This is an optimization exercise on Yosys and OpenROAD, whose aim is small area, not a production implementation. In this exercise RTL edits were held to simulation tests only and were not proved equivalent to the original. No driver is modelled on the clock port, so clocking that relies on it looks cheaper here than on a real chip.

==> run Y <==
Design ppm_image_stream_decoder_unit, start of the top module:
module ppm_image_stream_decoder_unit
(
  input  wire logic        clk,
  input  wire logic        rst,
  input  wire logic        byte_valid,
  output logic             byte_stall,
  input  wire logic [9:0]  byte_data,
  output logic             result_valid,
  input  wire logic        result_stall,
  output logic [101:0]     result_data
);
export LEC_CHECK = 0
export CAP_MARGIN = 20
export CORE_MARGIN = 2
export CORE_UTILIZATION = 65
export SLEW_MARGIN = 20
create_clock -name core_clock -period 8.0 [get_ports {clk}]
standard.sh (not shown) runs the stock make flow with config.mk's settings and CLKGATE_MAP_FILE= SYNTH_SCRIPT=/design/flow/synth_recipe.tcl, a recipe that flattens the netlist after the stock synthesis.
==> flow/flow/run.sh <==
#!/bin/bash
# The standard layout, except: the port buffers use the smallest buffer
# cell, and clock tree synthesis uses clkbuf_8 without dummy loads.
export BUFFER_PORTS_ARGS="-buffer_cell sky130_fd_sc_hd__buf_1"
export CTS_ARGS="-sink_clustering_enable -repair_clock_nets -dont_use_dummy_load -buf_list sky130_fd_sc_hd__clkbuf_8 -sink_clustering_size 30 -sink_clustering_max_diameter 100"
bash standard.sh > standard.log 2>&1
==> inputs of run Z, as changes to run Y <==
==> flow/flow/run.sh (replaced) <==
#!/bin/bash
# The standard layout (standard.sh) with three changes:
#  - the port buffers use the smallest buffer cell (BUFFER_PORTS_ARGS);
#  - the clock tree is built by flow/manual_cts.tcl (sourced by ORFS's cts.tcl
#    as its PRE_CTS_TCL hook): a root buffer and one leaf buffer per region
#    of flip-flops, all flip-flops two buffers from the clock port;
#  - synthesis maps the logic with flow/abc_map.script, an area-oriented ABC
#    script, in place of ORFS's abc_speed.script. All other scripts are
#    ORFS's own, copied unchanged.
# Each tool's output goes to standard.log (and ORFS's own logs under orfs/).
set -e
export BUFFER_PORTS_ARGS="-buffer_cell sky130_fd_sc_hd__buf_1"
export PRE_CTS_TCL="$PWD/flow/manual_cts.tcl"
export MCTS_NX=4 MCTS_NY=4 MCTS_LEAF=sky130_fd_sc_hd__clkbuf_4 MCTS_ROOT=sky130_fd_sc_hd__clkbuf_8
rm -rf scripts_copy
cp -r "$FLOW_HOME/scripts" scripts_copy
cp flow/abc_map.script scripts_copy/abc_speed.script
sed "s|make -C |make SCRIPTS_DIR=$PWD/scripts_copy -C |" standard.sh > standard_abc.sh
bash standard_abc.sh > standard.log 2>&1
==> flow/flow/abc_map.script (new file) <==
&get -n
&st
&dch
&nf -p -R 1000
&st
&syn2
&if -g -K 6
&synch2
&nf -p -R 1000
&st
&dch -f
&nf -p -R 1000
&put
topo
==> flow/flow/manual_cts.tcl (new file) <==
# Sourced by ORFS's cts.tcl before clock_tree_synthesis (PRE_CTS_TCL).
# Builds a two-level clock tree by hand: the clock port drives one root
# buffer, which drives one leaf buffer per region of the placed flip-flops
# (the flip-flops are split into MCTS_NX columns by x, each column into
# MCTS_NY groups by y). Every flip-flop is two buffers from the port, so the
# tree is balanced. clock_tree_synthesis is then told to skip these nets.
proc manual_cts { nx ny leafbuf rootbuf } {
  set db [ord::get_db]
  set block [ord::get_db_block]
  set clk [$block findNet clk]
  set leafm [$db findMaster $leafbuf]
  set rootm [$db findMaster $rootbuf]
  set sinks {}
  foreach it [$clk getITerms] {
    set bb [[$it getInst] getBBox]
    lappend sinks [list $it [expr {([$bb xMin] + [$bb xMax]) / 2}] \
                     [expr {([$bb yMin] + [$bb yMax]) / 2}]]
  }
  set n [llength $sinks]
  set byx [lsort -integer -index 1 $sinks]
  set groups {}
  for {set i 0} {$i < $nx} {incr i} {
    set col [lrange $byx [expr {$i * $n / $nx}] [expr {($i + 1) * $n / $nx - 1}]]
    set m [llength $col]
    set byy [lsort -integer -index 2 $col]
    for {set j 0} {$j < $ny} {incr j} {
      lappend groups [lrange $byy [expr {$j * $m / $ny}] [expr {($j + 1) * $m / $ny - 1}]]
    }
  }
  set rootnet [odb::dbNet_create $block clk_root]
  $rootnet setSigType CLOCK
  set root [odb::dbInst_create $block $rootm clkbuf_root]
  [$root findITerm A] connect $clk
  [$root findITerm X] connect $rootnet
  set skip [list clk clk_root]
  set k 0
  set sx 0
  set sy 0
  foreach g $groups {
    set net [odb::dbNet_create $block clk_leaf_$k]
    $net setSigType CLOCK
    lappend skip clk_leaf_$k
    set leaf [odb::dbInst_create $block $leafm clkbuf_leaf_$k]
    [$leaf findITerm A] connect $rootnet
    [$leaf findITerm X] connect $net
    set gx 0
    set gy 0
    foreach s $g {
      set it [lindex $s 0]
      $it disconnect
      $it connect $net
      incr gx [lindex $s 1]
      incr gy [lindex $s 2]
    }
    set gx [expr {$gx / [llength $g]}]
    set gy [expr {$gy / [llength $g]}]
    $leaf setLocation $gx $gy
    $leaf setPlacementStatus PLACED
    incr sx $gx
    incr sy $gy
    incr k
  }
  $root setLocation [expr {$sx / $k}] [expr {$sy / $k}]
  $root setPlacementStatus PLACED
  set_cts_config -skip_nets $skip
  set_propagated_clock [all_clocks]
  puts "manual_cts: $n flip-flops, $k leaf buffers ($leafbuf), root $rootbuf"
}
manual_cts $::env(MCTS_NX) $::env(MCTS_NY) $::env(MCTS_LEAF) $::env(MCTS_ROOT)
--- a/flow/config.mk
+++ b/flow/config.mk
@@ -8,4 +8,4 @@
 export CAP_MARGIN = 20
 export CORE_MARGIN = 2
-export CORE_UTILIZATION = 65
+export CORE_UTILIZATION = 85
 export SLEW_MARGIN = 20
==> inputs of run C, as changes to run Y <==
==> flow/flow/run.sh (replaced) <==
#!/bin/bash
# The standard layout (standard.sh) with three changes:
#  - the port buffers use the smallest buffer cell (BUFFER_PORTS_ARGS);
#  - the clock tree is built by flow/manual_cts.tcl (sourced by ORFS's cts.tcl
#    as its PRE_CTS_TCL hook): a root buffer and one leaf buffer per region
#    of flip-flops, all flip-flops two buffers from the clock port;
#  - synthesis maps the logic with flow/abc_map.script, an area-oriented ABC
#    script, in place of ORFS's abc_speed.script. All other scripts are
#    ORFS's own, copied unchanged.
# Each tool's output goes to standard.log (and ORFS's own logs under orfs/).
set -e
export BUFFER_PORTS_ARGS="-buffer_cell sky130_fd_sc_hd__buf_1"
export PRE_CTS_TCL="$PWD/flow/manual_cts.tcl"
export MCTS_NX=4 MCTS_NY=4 MCTS_LEAF=sky130_fd_sc_hd__clkbuf_4 MCTS_ROOT=sky130_fd_sc_hd__clkbuf_8
rm -rf scripts_copy
cp -r "$FLOW_HOME/scripts" scripts_copy
cp flow/abc_map.script scripts_copy/abc_speed.script
sed "s|make -C |make SCRIPTS_DIR=$PWD/scripts_copy -C |" standard.sh > standard_abc.sh
bash standard_abc.sh > standard.log 2>&1
==> flow/flow/abc_map.script (new file) <==
&get -n
&st
&dch
&nf -p -R 1000
&st
&syn2
&if -g -K 6
&synch2
&nf -p -R 1000
&st
&dch -f
&nf -p -R 1000
&put
topo
==> flow/flow/manual_cts.tcl (new file) <==
# Sourced by ORFS's cts.tcl before clock_tree_synthesis (PRE_CTS_TCL).
# Builds a two-level clock tree by hand: the clock port drives one root
# buffer, which drives one leaf buffer per region of the placed flip-flops
# (the flip-flops are split into MCTS_NX columns by x, each column into
# MCTS_NY groups by y). Every flip-flop is two buffers from the port, so the
# tree is balanced. clock_tree_synthesis is then told to skip these nets.
proc manual_cts { nx ny leafbuf rootbuf } {
  set db [ord::get_db]
  set block [ord::get_db_block]
  set clk [$block findNet clk]
  set leafm [$db findMaster $leafbuf]
  set rootm [$db findMaster $rootbuf]
  set sinks {}
  foreach it [$clk getITerms] {
    set bb [[$it getInst] getBBox]
    lappend sinks [list $it [expr {([$bb xMin] + [$bb xMax]) / 2}] \
                     [expr {([$bb yMin] + [$bb yMax]) / 2}]]
  }
  set n [llength $sinks]
  set byx [lsort -integer -index 1 $sinks]
  set groups {}
  for {set i 0} {$i < $nx} {incr i} {
    set col [lrange $byx [expr {$i * $n / $nx}] [expr {($i + 1) * $n / $nx - 1}]]
    set m [llength $col]
    set byy [lsort -integer -index 2 $col]
    for {set j 0} {$j < $ny} {incr j} {
      lappend groups [lrange $byy [expr {$j * $m / $ny}] [expr {($j + 1) * $m / $ny - 1}]]
    }
  }
  set rootnet [odb::dbNet_create $block clk_root]
  $rootnet setSigType CLOCK
  set root [odb::dbInst_create $block $rootm clkbuf_root]
  [$root findITerm A] connect $clk
  [$root findITerm X] connect $rootnet
  set skip [list clk clk_root]
  set k 0
  set sx 0
  set sy 0
  foreach g $groups {
    set net [odb::dbNet_create $block clk_leaf_$k]
    $net setSigType CLOCK
    lappend skip clk_leaf_$k
    set leaf [odb::dbInst_create $block $leafm clkbuf_leaf_$k]
    [$leaf findITerm A] connect $rootnet
    [$leaf findITerm X] connect $net
    set gx 0
    set gy 0
    foreach s $g {
      set it [lindex $s 0]
      $it disconnect
      $it connect $net
      incr gx [lindex $s 1]
      incr gy [lindex $s 2]
    }
    set gx [expr {$gx / [llength $g]}]
    set gy [expr {$gy / [llength $g]}]
    $leaf setLocation $gx $gy
    $leaf setPlacementStatus PLACED
    incr sx $gx
    incr sy $gy
    incr k
  }
  $root setLocation [expr {$sx / $k}] [expr {$sy / $k}]
  $root setPlacementStatus PLACED
  set_cts_config -skip_nets $skip
  set_propagated_clock [all_clocks]
  puts "manual_cts: $n flip-flops, $k leaf buffers ($leafbuf), root $rootbuf"
}
manual_cts $::env(MCTS_NX) $::env(MCTS_NY) $::env(MCTS_LEAF) $::env(MCTS_ROOT)
--- a/flow/config.mk
+++ b/flow/config.mk
@@ -8,4 +8,4 @@
 export CAP_MARGIN = 20
 export CORE_MARGIN = 2
-export CORE_UTILIZATION = 65
+export CORE_UTILIZATION = 75
 export SLEW_MARGIN = 20
==> inputs of run X, as changes to run Y <==
==> flow/flow/run.sh (replaced) <==
#!/bin/bash
# The standard layout with two changes: the port buffers use the smallest
# buffer cell, and synthesis maps the logic with flow/abc_map.script (an
# area-oriented ABC script) instead of ORFS's abc_speed.script. Everything
# else, including the rest of synthesis, is ORFS's own scripts, unchanged.
set -e
export BUFFER_PORTS_ARGS="-buffer_cell sky130_fd_sc_hd__buf_1"
rm -rf scripts_copy
cp -r "$FLOW_HOME/scripts" scripts_copy
cp flow/abc_map.script scripts_copy/abc_speed.script
sed "s|make -C |make SCRIPTS_DIR=$PWD/scripts_copy -C |" standard.sh > standard_abc.sh
bash standard_abc.sh > standard.log 2>&1
==> flow/flow/abc_map.script (new file) <==
&get -n
&st
&dch
&nf -p -R 1000
&st
&syn2
&if -g -K 6
&synch2
&nf -p -R 1000
&st
&dch -f
&nf -p -R 1000
&put
topo
--- a/flow/config.mk
+++ b/flow/config.mk
@@ -9,3 +9,4 @@
 export CORE_MARGIN = 2
 export CORE_UTILIZATION = 65
+export CTS_BUF_LIST = sky130_fd_sc_hd__clkbuf_8
 export SLEW_MARGIN = 20
==> comparison table <==
| metric | run C | run Z | run Y | run X |
|---|---|---|---|---|
| Max FFs per register | 24 | - | 24 | 24 |
| Mean cell area of the mapped netlist | 11.5 µm² | 11.5 µm² | 11.4 µm² | 11.5 µm² |
| Max-Slew Margin vs Limit | 30.1% | - | 38.4% | 30.8% |
| Maximum clock skew at final layout | 0.0276 ns | - | 0.0279 ns | 0.0131 ns |
| Peak supply drop | 0.000181 V | - | 0.000215 V | 0.000185 V |
| Post-layout worst setup margin | 0.219 ns | - | 0.352 ns | 0.272 ns |
| Capturing element type of the critical path | flip-flop | - | flip-flop | flip-flop |
| Number of instances in the synthesized netlist | 599 | 599 | 640 | 599 |
| Detail-routed via count per cell | 6.64 | - | 6.11 | 6.04 |
| Buffer share of cell area | - | - | 6.61% | 6.81% |
| Most frequent standard cell in the layout excluding fill and tap cells | sky130_fd_sc_hd__edfxtp_1 | - | sky130_fd_sc_hd__edfxtp_1 | sky130_fd_sc_hd__edfxtp_1 |
| Most used cell along the critical path | sky130_fd_sc_hd__fa_2 | - | sky130_fd_sc_hd__fa_1 | sky130_fd_sc_hd__fa_2 |
| Outcome | finished clean | stopped before the end | finished clean | finished clean |
| Failing step | - | 4_1_cts | - | - |
| Buffer count from post-CTS setup fixing | 1 | 2 | 1 | 0 |
| Final GP Congestion | 0.966 | 1.01 | 0.921 | 0.950 |
| Die boundary width | 99.7 µm | 93.9 µm | 110 µm | 107 µm |
| Slowest cell on the critical path | sky130_fd_sc_hd__edfxtp_1 | - | sky130_fd_sc_hd__edfxtp_1 | sky130_fd_sc_hd__o32ai_2 |
| Setup TNS Final | 0 ns | - | 0 ns | 0 ns |
| FF+latch count | 145 | - | 145 | 145 |
| Type of the worst min-delay path | flip-flop to flip-flop | - | flip-flop to flip-flop | flip-flop to flip-flop |
| Number of antenna violations at the first check in global routing | 0 | - | 0 | 0 |
| Worst path max stage delay | 0.41 ns | - | 0.40 ns | 0.40 ns |
| Initial Utilization | 78.0% | 88.5% | 67.0% | 66.9% |
| Post-Synth Simple-Gate Area | 17.5% | 17.5% | 16.7% | 17.5% |

==> port drivers added, routing unchanged <==
The flow's constraints put no driver on any port. The routed layouts listed below were extracted and timed again, unchanged, in two steps.
Step 1: set_driving_cell puts a clkbuf_16 on clk and a buf_2 on each other input, an assumption about the parent block.
Step 2, shift: input delay + t, output delay - t, t = (earliest + latest rising clock arrival at the registers) / 2. This alone moves slack from input paths to output paths.
a / b / c = ideal / step 1 / step 2; a / b = the first two.
run | shift t [ns] | setup WS [ns] | latest minus earliest clock arrival (ns)
run Y | 0.478 | 0.352 / 0.352 / 0.352 | 0.028 / 0.028
run C | 0.464 | 0.219 / 0.219 / 0.219 | 0.028 / 0.028
run X | 0.473 | 0.272 / 0.272 / 0.272 | 0.014 / 0.014
After both steps every run listed still meets setup and hold.
